Source: an optimization exercise on an open RTL-to-GDS flow (aim: small area, a short achievable clock period and few clock cycles per item). Production flows keep margins and buffers that such runs may drop.
No activity file was given, so power comes from the tool's default toggle rates. The flow treats the clock pin as an ideal source, which a real chip does not have.

Setup of north:
// load_balancer
module load_balancer (
    input  logic                  aclk,
    input  logic                  aresetn,
    input  logic                  meta_in_valid,
    output logic                  meta_in_ready,
    input  lb_pkg::meta_t         meta_in_data,
    input  lb_pkg::region_stats_t region_stats,
    output logic                  proxy_valid,
    input  logic                  proxy_ready,
    output lb_pkg::meta_t         proxy_meta,
    output lb_pkg::region_idx_t   lb_ctrl
);
    lb_pkg::region_idx_t late_lb;
    logic                head_valid;
    lb_pkg::meta_t       head_meta;
    lb_pkg::region_idx_t head_lb;
    logic                pop;
    least_load_tree least_load_tree_i (
        .aclk         (aclk),
        .region_stats (region_stats),
        .req_oid      (meta_in_data[lb_pkg::META_OID_LSB +: lb_pkg::OID_BITS]),
        .winner       (late_lb)
    );
    meta_fifo meta_fifo_i (
        .aclk       (aclk),
        .aresetn    (aresetn),
        .in_valid   (meta_in_valid),
        .in_ready   (meta_in_ready),
        .in_meta    (meta_in_data),
        .late_lb    (late_lb),
        .head_valid (head_valid),
        .head_meta  (head_meta),
        .head_lb    (head_lb),
        .pop        (pop)
    );
    dispatch_ctrl dispatch_ctrl_i (
        .aclk        (aclk),
        .aresetn     (aresetn),
        .head_valid  (head_valid),
        .head_meta   (head_meta),
        .head_lb     (head_lb),
        .pop         (pop),
        .proxy_valid (proxy_valid),
        .proxy_ready (proxy_ready),
        .proxy_meta  (proxy_meta),
        .lb_ctrl     (lb_ctrl)
    );
endmodule
Size in the first run: about 1600 flip-flops, roughly 280 I/O pins.
clock: 5.0 ns
lec_check: 0
abc_clock_period_in_ps: 2200
cap_margin: 20
core_margin: 2
core_utilization: 65
cts_cluster_diameter: 100
cts_cluster_size: 30
place_density: 0.75
setup_slack_margin: 2.8
slew_margin: 20
standard.sh (not shown) runs the stock make flow with config.mk's settings and CLKGATE_MAP_FILE= SYNTH_SCRIPT=/design/flow/synth_recipe.tcl, a recipe that flattens the netlist after the stock synthesis.
==> flow/flow/run.sh <==
#!/bin/bash
# the standard layout, with two changes:
# - port buffers are plain buffers rather than the delay cells buffer_ports picks
# - before resizing, each output register is placed next to its port buffer
# - clock tree sinks are clustered as config.mk says, without dummy loads
set -e
here=$(pwd)
export BUFFER_PORTS_ARGS="-buffer_cell sky130_fd_sc_hd__buf_1"
export PRE_RESIZE_TCL="$here/flow/move_out_ffs.tcl"
export CTS_ARGS="-sink_clustering_enable -repair_clock_nets -sink_clustering_size 24 -sink_clustering_max_diameter 100 -dont_use_dummy_load"
bash standard.sh > standard.log 2>&1
==> flow/flow/move_out_ffs.tcl <==
# PRE_RESIZE hook: put each flip-flop that drives an output port buffer next
# to that buffer, so the register-to-output paths use short wires; detailed
# placement legalizes the moved cells afterwards
set block [ord::get_db_block]
set core [$block getCoreArea]
set cx0 [$core xMin]; set cy0 [$core yMin]; set cx1 [$core xMax]; set cy1 [$core yMax]
set step 8000
set moved 0
foreach bt [$block getBTerms] {
  if {[$bt getIoType] != "OUTPUT"} { continue }
  set net [$bt getNet]
  if {$net == "NULL"} { continue }
  set buf ""
  foreach it [$net getITerms] { if {[$it isOutputSignal]} { set buf [$it getInst] } }
  if {$buf == ""} { continue }
  set n2 ""
  foreach it [$buf getITerms] { if {[$it isInputSignal]} { set n2 [$it getNet] } }
  if {$n2 == "" || $n2 == "NULL"} { continue }
  set ff ""
  foreach it [$n2 getITerms] { if {[$it isOutputSignal]} { set ff [$it getInst] } }
  if {$ff == ""} { continue }
  if {![[$ff getMaster] isSequential]} { continue }
  # only a flop whose output feeds this buffer alone
  if {[llength [$n2 getITerms]] != 2} { continue }
  lassign [$buf getLocation] bx by
  set bb [$bt getBBox]
  set px [$bb xMin]; set py [$bb yMin]
  # step from the buffer away from the pin, into the core
  set dx 0; set dy 0
  if {$px <= $cx0} { set dx $step } elseif {$px >= $cx1} { set dx -$step } elseif {$py <= $cy0} { set dy $step } else { set dy -$step }
  set x [expr {$bx + $dx}]; set y [expr {$by + $dy}]
  set x [expr {max($cx0, min($x, $cx1 - 20000))}]
  set y [expr {max($cy0, min($y, $cy1 - 3000))}]
  $ff setLocation $x $y
  incr moved
}
puts "move_out_ffs: moved $moved output flip-flops next to their port buffers"
diff inputs: north => south
diff --git a/flow/flow/run.sh b/flow/flow/run.sh
--- a/flow/flow/run.sh
+++ b/flow/flow/run.sh
@@ -9,3 +9,3 @@
 export PRE_RESIZE_TCL="$here/flow/move_out_ffs.tcl"
-export CTS_ARGS="-sink_clustering_enable -repair_clock_nets -sink_clustering_size 24 -sink_clustering_max_diameter 100 -dont_use_dummy_load"
+export CTS_ARGS="-sink_clustering_enable -repair_clock_nets -sink_clustering_size 30 -sink_clustering_max_diameter 100 -dont_use_dummy_load"
 bash standard.sh > standard.log 2>&1
| global routing usage summed across all routing layers | higher: north |
Final critical-path required period, south and north: higher on south
In south, design area is lower than in north.
Looking at power dissipated in the clock network across both flows, south is the stronger of the two, with north trailing.
The met2 capacity usage during global routing number comes out higher for north vs south.
south -> north: number of tapcells delta 0, exact match
No run of this note included a check of the RTL's function; only the layout flow was run.

========
== run 1 ==
Another version of the RTL of load_balancer (not shown whole).
Size in the first run: ~3000 cells after synthesis, about 1600 flip-flops, about 280 I/O pins, roughly 58000 sq um of cells after synthesis.
Settings: LEC_CHECK=0, ABC_CLOCK_PERIOD_IN_PS=1800, CAP_MARGIN=20, CORE_MARGIN=2, CORE_UTILIZATION=60, PLACE_DENSITY=0.7, SETUP_SLACK_MARGIN=3.2, SLEW_MARGIN=20; clock period 5.0 ns.
run.sh (not shown) runs the stock make flow with config.mk's settings and CLKGATE_MAP_FILE= SYNTH_SCRIPT=/design/flow/synth_recipe.tcl, a recipe that flattens the netlist after the stock synthesis.
Stock flow here: none of the scripts above is used.
### run 1 -> run 2
- swapping 1800 for 2500 in ABC_CLOCK_PERIOD_IN_PS
- swapping 3.2 for 2.5 in SETUP_SLACK_MARGIN
==> flow/flow/run.sh (new file) <==
#!/bin/bash
# standard layout, with the port buffers made of plain buffers instead of
# the delay cells buffer_ports picks by default
set -e
export BUFFER_PORTS_ARGS="-buffer_cell sky130_fd_sc_hd__buf_2"
bash standard.sh > standard.log 2>&1
==> flow/standard.sh (new file) <==
#!/bin/bash
# synth_recipe.tcl (not shown) runs the flow's synth.tcl, then flattens the netlist and writes it again
# the make line also repeats each setting of config.mk as NAME=value (left out here)
make -C /OpenROAD-flow-scripts/flow DESIGN_CONFIG=/design/flow/config.mk WORK_HOME=/design/flow/orfs CLKGATE_MAP_FILE= SYNTH_SCRIPT=/design/flow/synth_recipe.tcl "${@:-finish}"
removed: flow/run.sh
==> comparison <==
Number of cells on the critical path ends up lower on run 2. Worst-margin pin slew, run 2 and run 1, higher one = run 2. The combinational power in run 1 is 2.1 times that in run 2. Setup slack in run 2 is larger than in run 1. Run 2 ends up with a final cell area excluding filler cells that is 15% lower than in run 1. On maximum clock rate, run 2 does better than run 1. Taking run 1 as the reference, in run 2 clock period minus final worst setup slack fell 0.26 ns; final routed wirelength across all metal layers fell 44%; global-route usage fell 13 points. meta_fifo_i.count[3] as the critical path capture point was reported by run 1, and dispatch_ctrl_i.proxy_meta[11] by run 2.
--- input diff run 2..run 3 ---
==> flow/run.sh (new file) <==
#!/bin/bash
# synth_recipe.tcl (not shown) runs the flow's synth.tcl, then flattens the netlist and writes it again
# the make line also repeats each setting of config.mk as NAME=value (left out here)
make -C /OpenROAD-flow-scripts/flow DESIGN_CONFIG=/design/flow/config.mk WORK_HOME=/design/flow/orfs CLKGATE_MAP_FILE= SYNTH_SCRIPT=/design/flow/synth_recipe.tcl finish
removed: flow/flow/run.sh
removed: flow/standard.sh
[summary]
Looking at the reports, run 3 completed the entire flow and the layout it produced met the timing, design-rule and antenna checks. Run 3 ended up with nand3b_1 as its critical-path cell with the highest stage delay; run 2 ended up with dfxtp_2. Looking only at worst setup timing slack at the placement stage, and setting everything else aside, the higher value of run 2 and run 3 goes to run 2. Shortest clock period the worst path allows after layout on run 3 is ahead of run 2. Post-synthesis to final-layout area growth came out higher on run 3 than on run 2. From run 2 to run 3 the numbers moved as follows: combinational share of power picked up an extra 0.6 points, detailed router's first-iteration violation count comparable.
No run of this note included a check of the RTL's function; only the layout flow was run.

## what the ideal ports hide
The results above use ideal ports. As a check the final layouts listed here were re-extracted and re-timed, cells and wires unchanged.
Step 1 assumes that a clkbuf_16 drives the clock port and a buf_2 every other input.
Step 2 moves the port delays by t, midway between the first and last clock arrival at a register: inputs arrive t later, outputs are due t later. That takes back most of the time a late clock gives input paths.
Three values: no drivers, after step 1, after step 2; two values: the first two.
run | t, ns | slack for setup (ns) | worst hold slack (ns) | worst data-port slew with drivers (ns)
north | 0.725 | 2.721 / 2.704 / 1.991 | 0.536 / 0.536 / 0.536 | 0.12
south | 0.750 | 2.709 / 2.661 / 2.086 | 0.562 / 0.562 / 0.562 | 0.13
run 1 | 0.867 | 2.151 / 2.151 / 1.491 | 0.456 / 0.462 / 0.554 | 0.29
run 2 | 0.843 | 2.416 / 2.416 / 1.690 | 0.473 / 0.464 / 0.542 | 0.12
run 3 | 0.831 | 2.472 / 2.450 / 1.742 | 0.491 / 0.497 / 0.542 | 0.15
After both steps setup and hold are still met in every run listed.
